This design comes from an exercise in tuning for small area, a short achievable clock period and few clock cycles per item on the open sky130 flow, not from production work.
Power and IR drop assume default switching activity.

// dedup_fifo_queue
module dedup_fifo_queue #(
    parameter int unsigned QUEUE_DEPTH = 16
) (
    input  logic               i_clk,
    input  logic               i_rst_n,
    input  logic               i_in_valid,
    output logic               o_in_ready,
    input  logic [1:0]         i_in_opcode,
    input  logic [31:0]        i_in_value,
    output logic               o_out_valid,
    input  logic               i_out_ready,
    output logic [2:0]         o_out_status,
    output logic [31:0]        o_out_value,
    output logic [4:0]         o_out_count
);
    localparam int unsigned D  = 16;
    localparam int unsigned DW = dfq_pkg::DATA_W;
    logic          i_valid;
    logic [1:0]    i_op;
    logic [DW-1:0] i_val;
    logic [D-1:0]  i_pm;      
    logic          i_lacc;    
    logic          r_valid;
    logic [1:0]    r_op;
    logic [DW-1:0] r_val;
    logic          r_dupm;    
    logic          r_eqp;     
    logic          r_lenq;    
    logic          p_valid;
    logic [2:0]    p_status;
    logic          o_valid;
    logic [2:0]    o_status;
    logic [DW-1:0] o_value;
    logic [4:0]    o_count;
    logic [DW-1:0] mem [D];
  ...
Size: about 2,400 cells after synthesis, about 710 flip-flops, roughly 80 I/O pins.
make LEC_CHECK=0 ABC_CLOCK_PERIOD_IN_PS=2700 CAP_MARGIN=20 CORE_MARGIN=2 CORE_UTILIZATION=50 PLACE_DENSITY=0.65 SETUP_SLACK_MARGIN=3.8 SLEW_MARGIN=40 finish   # period 6.0 ns
run.sh (not shown) runs the stock make flow with config.mk's settings and CLKGATE_MAP_FILE= SYNTH_SCRIPT=/design/flow/synth_recipe.tcl, a recipe that flattens the netlist after the stock synthesis.
Then changed:
SETUP_SLACK_MARGIN = 3.3   (was 3.8)
The changed run completed without violations. Setup slack gets worse by 340 ps. Power drops by 1.7%. Cell area came out lower by 11%.
Then changed:
==> flow/flow/run.sh (new file) <==
#!/bin/bash
# The standard layout, with two changes to how it is made: the port buffers
# are buf_4 cells instead of the delay cell buffer_ports picks by default,
# and timing repair may resize a cell to any footprint. ORFS writes each
# step's log under orfs/logs; make's own output goes to standard.log.
set -euo pipefail
bash standard.sh "BUFFER_PORTS_ARGS=-buffer_cell sky130_fd_sc_hd__buf_4" \
    MATCH_CELL_FOOTPRINT=0 finish > standard.log 2>&1
==> flow/standard.sh (new file) <==
#!/bin/bash
# synth_recipe.tcl (not shown) runs the flow's synth.tcl, then flattens the netlist and writes it again
# the make line also repeats each setting of config.mk as NAME=value (left out here)
make -C /OpenROAD-flow-scripts/flow DESIGN_CONFIG=/design/flow/config.mk WORK_HOME=/design/flow/orfs CLKGATE_MAP_FILE= SYNTH_SCRIPT=/design/flow/synth_recipe.tcl "${@:-finish}"
SETUP_SLACK_MARGIN = 3.8   (was 3.3)
removed: flow/run.sh
After rerunning:
- cell count goes up by a few percent
- power goes up slightly
- die area stays the same
- hold slack gets better by 6.9 ps
- clock power goes up by a few percent
- sequential power goes down slightly
- count of clock-buffer cells in the layout goes up by 5
- global-route usage goes up by 0.87 points
- fmax goes up by a little under a tenth
No functional check of the RTL was part of any run of this note.


The RTL this note starts from:
==> flow/design.v <==
package dfq_pkg;
    localparam int unsigned DATA_W  = 32;
    localparam int unsigned COUNT_W = 5;
    typedef enum logic [1:0] {
        OP_UNIQUE = 2'd0,
        OP_PLAIN  = 2'd1,
        OP_DEQ    = 2'd2,
        OP_CLEAR  = 2'd3
    } t_opcode;
    typedef enum logic [2:0] {
        ST_ENQUEUED  = 3'd0,
        ST_DUPLICATE = 3'd1,
        ST_FULL      = 3'd2,
        ST_EMPTY     = 3'd3,
        ST_DEQUEUED  = 3'd4,
        ST_CLEARED   = 3'd5
    } t_status;
    typedef enum logic [2:0] {
        S_IDLE,
        S_SCAN,
        S_DEQ,
        S_EXEC,
        S_DONE
    } t_state;
    typedef struct packed {
        t_opcode                    opcode;
        logic signed [DATA_W-1:0]   value_in;
    } t_in_req;
    typedef struct packed {
        t_status                    status;
        logic signed [DATA_W-1:0]   value_out;
        logic [COUNT_W-1:0]         count_out;
    } t_out_req;
endpackage
module dedup_fifo_queue #(
    parameter int unsigned QUEUE_DEPTH = 16
) (
    input  logic               i_clk,
    input  logic               i_rst_n,
    input  logic               i_in_valid,
    output logic               o_in_ready,
    input  logic [1:0]         i_in_opcode,
    input  logic [31:0]        i_in_value,
    output logic               o_out_valid,
    input  logic               i_out_ready,
    output logic [2:0]         o_out_status,
    output logic [31:0]        o_out_value,
    output logic [4:0]         o_out_count
);
    localparam int unsigned D  = 16;
    localparam int unsigned DW = dfq_pkg::DATA_W;
    logic          r_valid;
    logic [1:0]    r_op;
    logic [DW-1:0] r_val;
    logic [D-1:0]  r_match;   
    logic          r_eqp;     
    logic          r_lenq;    
    logic          p_valid;
    logic [2:0]    p_status;
    logic          o_valid;
    logic [2:0]    o_status;
    logic [DW-1:0] o_value;
    logic [4:0]    o_count;
    logic [DW-1:0] mem [D];
    logic [D-1:0]  vld;
    logic [3:0]    head, tail;
    logic [4:0]    count;
    logic          empty_r;   
    logic [3:0]    rd_ptr;    
    logic          ready;
    assign ready      = !p_valid;
    assign o_in_ready = ready;
    logic full, empty, dup, enq_try, enq_ok, deq_ok, is_uniq, is_deq, is_clr;
    logic [3:0]   last_slot;
    logic [D-1:0] match;
    assign last_slot = tail - 4'd1;
    always_comb begin
        for (int i = 0; i < D; i++)
            match[i] = vld[i] && r_match[i] && !(r_lenq && last_slot == 4'(i));
    end
    assign full    = count[4];
    assign empty   = empty_r;
    assign dup     = (|match) || (r_lenq && r_eqp);
    assign is_uniq = (r_op == 2'd0);
    assign is_deq  = (r_op == 2'd2);
    assign is_clr  = (r_op == 2'd3);
    assign enq_try = !r_op[1];
    assign enq_ok  = enq_try && !full && !(is_uniq && dup);
    assign deq_ok  = is_deq && !empty;
    logic [2:0] r_status;
    logic [4:0] r_count;
    always_comb begin
        if (is_clr)                r_status = 3'd5;
        else if (is_deq)           r_status = empty ? 3'd3 : 3'd4;
        else if (is_uniq && dup)   r_status = 3'd1;
        else if (full)             r_status = 3'd2;
        else                       r_status = 3'd0;
        if (is_clr)                r_count = 5'd0;
        else if (enq_ok)           r_count = count + 5'd1;
        else if (deq_ok)           r_count = count - 5'd1;
        else                       r_count = count;
    end
    logic hazard;
    assign hazard = p_valid && (p_status == 3'd4) && (count == 5'd15);
    logic o_can_load, go;
    assign o_can_load = !o_valid || i_out_ready;
    assign go = r_valid && (p_valid ? (o_can_load && !(hazard && enq_try)) : 1'b1);
    logic wr;
    assign wr = enq_try && !full && !hazard;
    always_ff @(posedge i_clk) begin
        for (int i = 0; i < D; i++) begin
            if (wr && tail == 4'(i)) mem[i] <= r_val;
        end
    end
    always_ff @(posedge i_clk) begin
        if (!i_rst_n) begin
            vld   <= '0;
            head  <= '0;
            tail  <= '0;
            count <= '0;
            empty_r <= 1'b1;
        end else if (go) begin
            count <= r_count;
            empty_r <= (r_count == 5'd0);
            if (is_clr) begin
                vld  <= '0;
                head <= '0;
                tail <= '0;
            end else begin
                if (enq_ok) begin
                    vld[tail] <= 1'b1;
                    tail      <= tail + 4'd1;
                end
                if (deq_ok) begin
                    vld[head] <= 1'b0;
                    head      <= head + 4'd1;
                end
            end
        end
    end
    always_ff @(posedge i_clk) begin
        if (!i_rst_n)   r_valid <= 1'b0;
        else if (ready) r_valid <= i_in_valid;
        else if (go)    r_valid <= 1'b0;
    end
    logic [D-1:0] in_match;
    always_comb begin
        for (int i = 0; i < D; i++) in_match[i] = (mem[i] == i_in_value);
    end
    always_ff @(posedge i_clk) begin
        if (ready) begin
            r_op    <= i_in_opcode;
            r_val   <= i_in_value;
            r_match <= in_match;
            r_eqp   <= (i_in_value == r_val);
            r_lenq  <= go && enq_ok;
        end
    end
    logic p_next;
    always_ff @(posedge i_clk) begin
        if (!i_rst_n) p_valid <= 1'b0;
        else          p_valid <= p_next;
    end
    always_ff @(posedge i_clk) begin
        if (!p_valid || o_can_load) p_status <= r_status;
    end
    always_comb begin
        if (p_valid) p_next = o_can_load ? go : 1'b1;
        else         p_next = r_valid && !o_can_load;
    end
    always_ff @(posedge i_clk) begin
        if (!i_rst_n)                rd_ptr <= '0;
        else if (p_next)             rd_ptr <= go ? head : rd_ptr;
        else if (go && is_clr)       rd_ptr <= '0;
        else if (go && deq_ok)       rd_ptr <= head + 4'd1;
        else                         rd_ptr <= head;
    end
    logic          rd_en;
    logic [DW-1:0] rd_val;
    assign rd_en  = p_valid ? (p_status == 3'd4) : deq_ok;
    assign rd_val = mem[rd_ptr] & {DW{rd_en}};
    always_ff @(posedge i_clk) begin
        if (!i_rst_n)        o_valid <= 1'b0;
        else if (o_can_load) o_valid <= p_valid || r_valid;
    end
    always_ff @(posedge i_clk) begin
        if (o_can_load) begin
            o_status <= p_valid ? p_status : r_status;
            o_count  <= p_valid ? count : r_count;
            o_value  <= rd_val;
        end
    end
    assign o_out_valid  = o_valid;
    assign o_out_status = o_status;
    assign o_out_value  = o_value;
    assign o_out_count  = o_count;
endmodule
==> flow/config.mk <==
export PLATFORM = sky130hd
export DESIGN_NAME = dedup_fifo_queue
export DESIGN_NICKNAME = dedup_fifo_queue
export VERILOG_FILES = /design/flow/design.v
export SDC_FILE = /design/flow/constraint.sdc
export NUM_CORES = 4
export LEC_CHECK = 0
export ABC_CLOCK_PERIOD_IN_PS = 2700
export CAP_MARGIN = 20
export CORE_MARGIN = 2
export CORE_UTILIZATION = 50
export PLACE_DENSITY = 0.65
export SETUP_SLACK_MARGIN = 3.3
export SLEW_MARGIN = 40
==> flow/constraint.sdc <==
create_clock -name core_clock -period 6.0 [get_ports {i_clk}]
set_input_delay 1.2000 -clock core_clock [delete_from_list [all_inputs] [get_ports {i_clk}]]
set_output_delay 1.2000 -clock core_clock [all_outputs]
set_load 0.01 [all_outputs]
Stock flow here: none of the scripts above is used.
The first run produced a clean layout.
Next try:
- ABC_CLOCK_PERIOD_IN_PS: 2700 -> 2300
- SETUP_SLACK_MARGIN: 3.3 -> 3.7
- TNS_END_PERCENT: unset -> 10
The changed run completed with no timing, DRC or antenna violations.
Via count came out higher by 0.93%.
Critical path depth does not change.
Power stays flat.
Synthesized cell count does not change.
Function was not checked in any run of this note: the RTL went through the layout flow alone.

-- what the ideal ports hide --
In the flow no input, the clock included, has a driving cell. The finished layouts below were timed again as built, in two steps.
Step 1 assumes that a clkbuf_16 drives the clock port and a buf_2 every other input.
Step 2 times the ports against the registers' clock, not the clock port: input delays grow and output delays shrink by t, the midpoint of the rising clock arrivals with the driver on.
a / b / c = ideal / step 1 / step 2; a / b = the first two.
run | t (ns) | slack for setup (ns) | hold slack, ns | worst register clock-pin slew, ns | cell pins on the clock port's net
the first run of note 1 | 0.686 | 3.559 / 3.490 / 2.965 | 0.421 / 0.421 / 0.421 | 0.07 / 0.07 | 1
the second run of note 1 | 0.692 | 3.220 / 3.235 / 2.565 | 0.417 / 0.417 / 0.417 | 0.06 / 0.06 | 1
the third run of note 1 | 0.691 | 3.438 / 3.371 / 2.775 | 0.424 / 0.424 / 0.424 | 0.07 / 0.07 | 1
the first run of note 2 | 0.686 | 3.080 / 3.080 / 2.507 | 0.479 / 0.479 / 0.479 | 0.07 / 0.07 | 1
the second run of note 2 | 0.683 | 3.139 / 3.139 / 2.845 | 0.479 / 0.479 / 0.479 | 0.07 / 0.07 | 1
After both steps setup and hold are still met in every run listed. For the third run of note 1, which loses most, drivers alone change the setup slack by -0.067 ns; drivers and shift together by -0.663 ns.
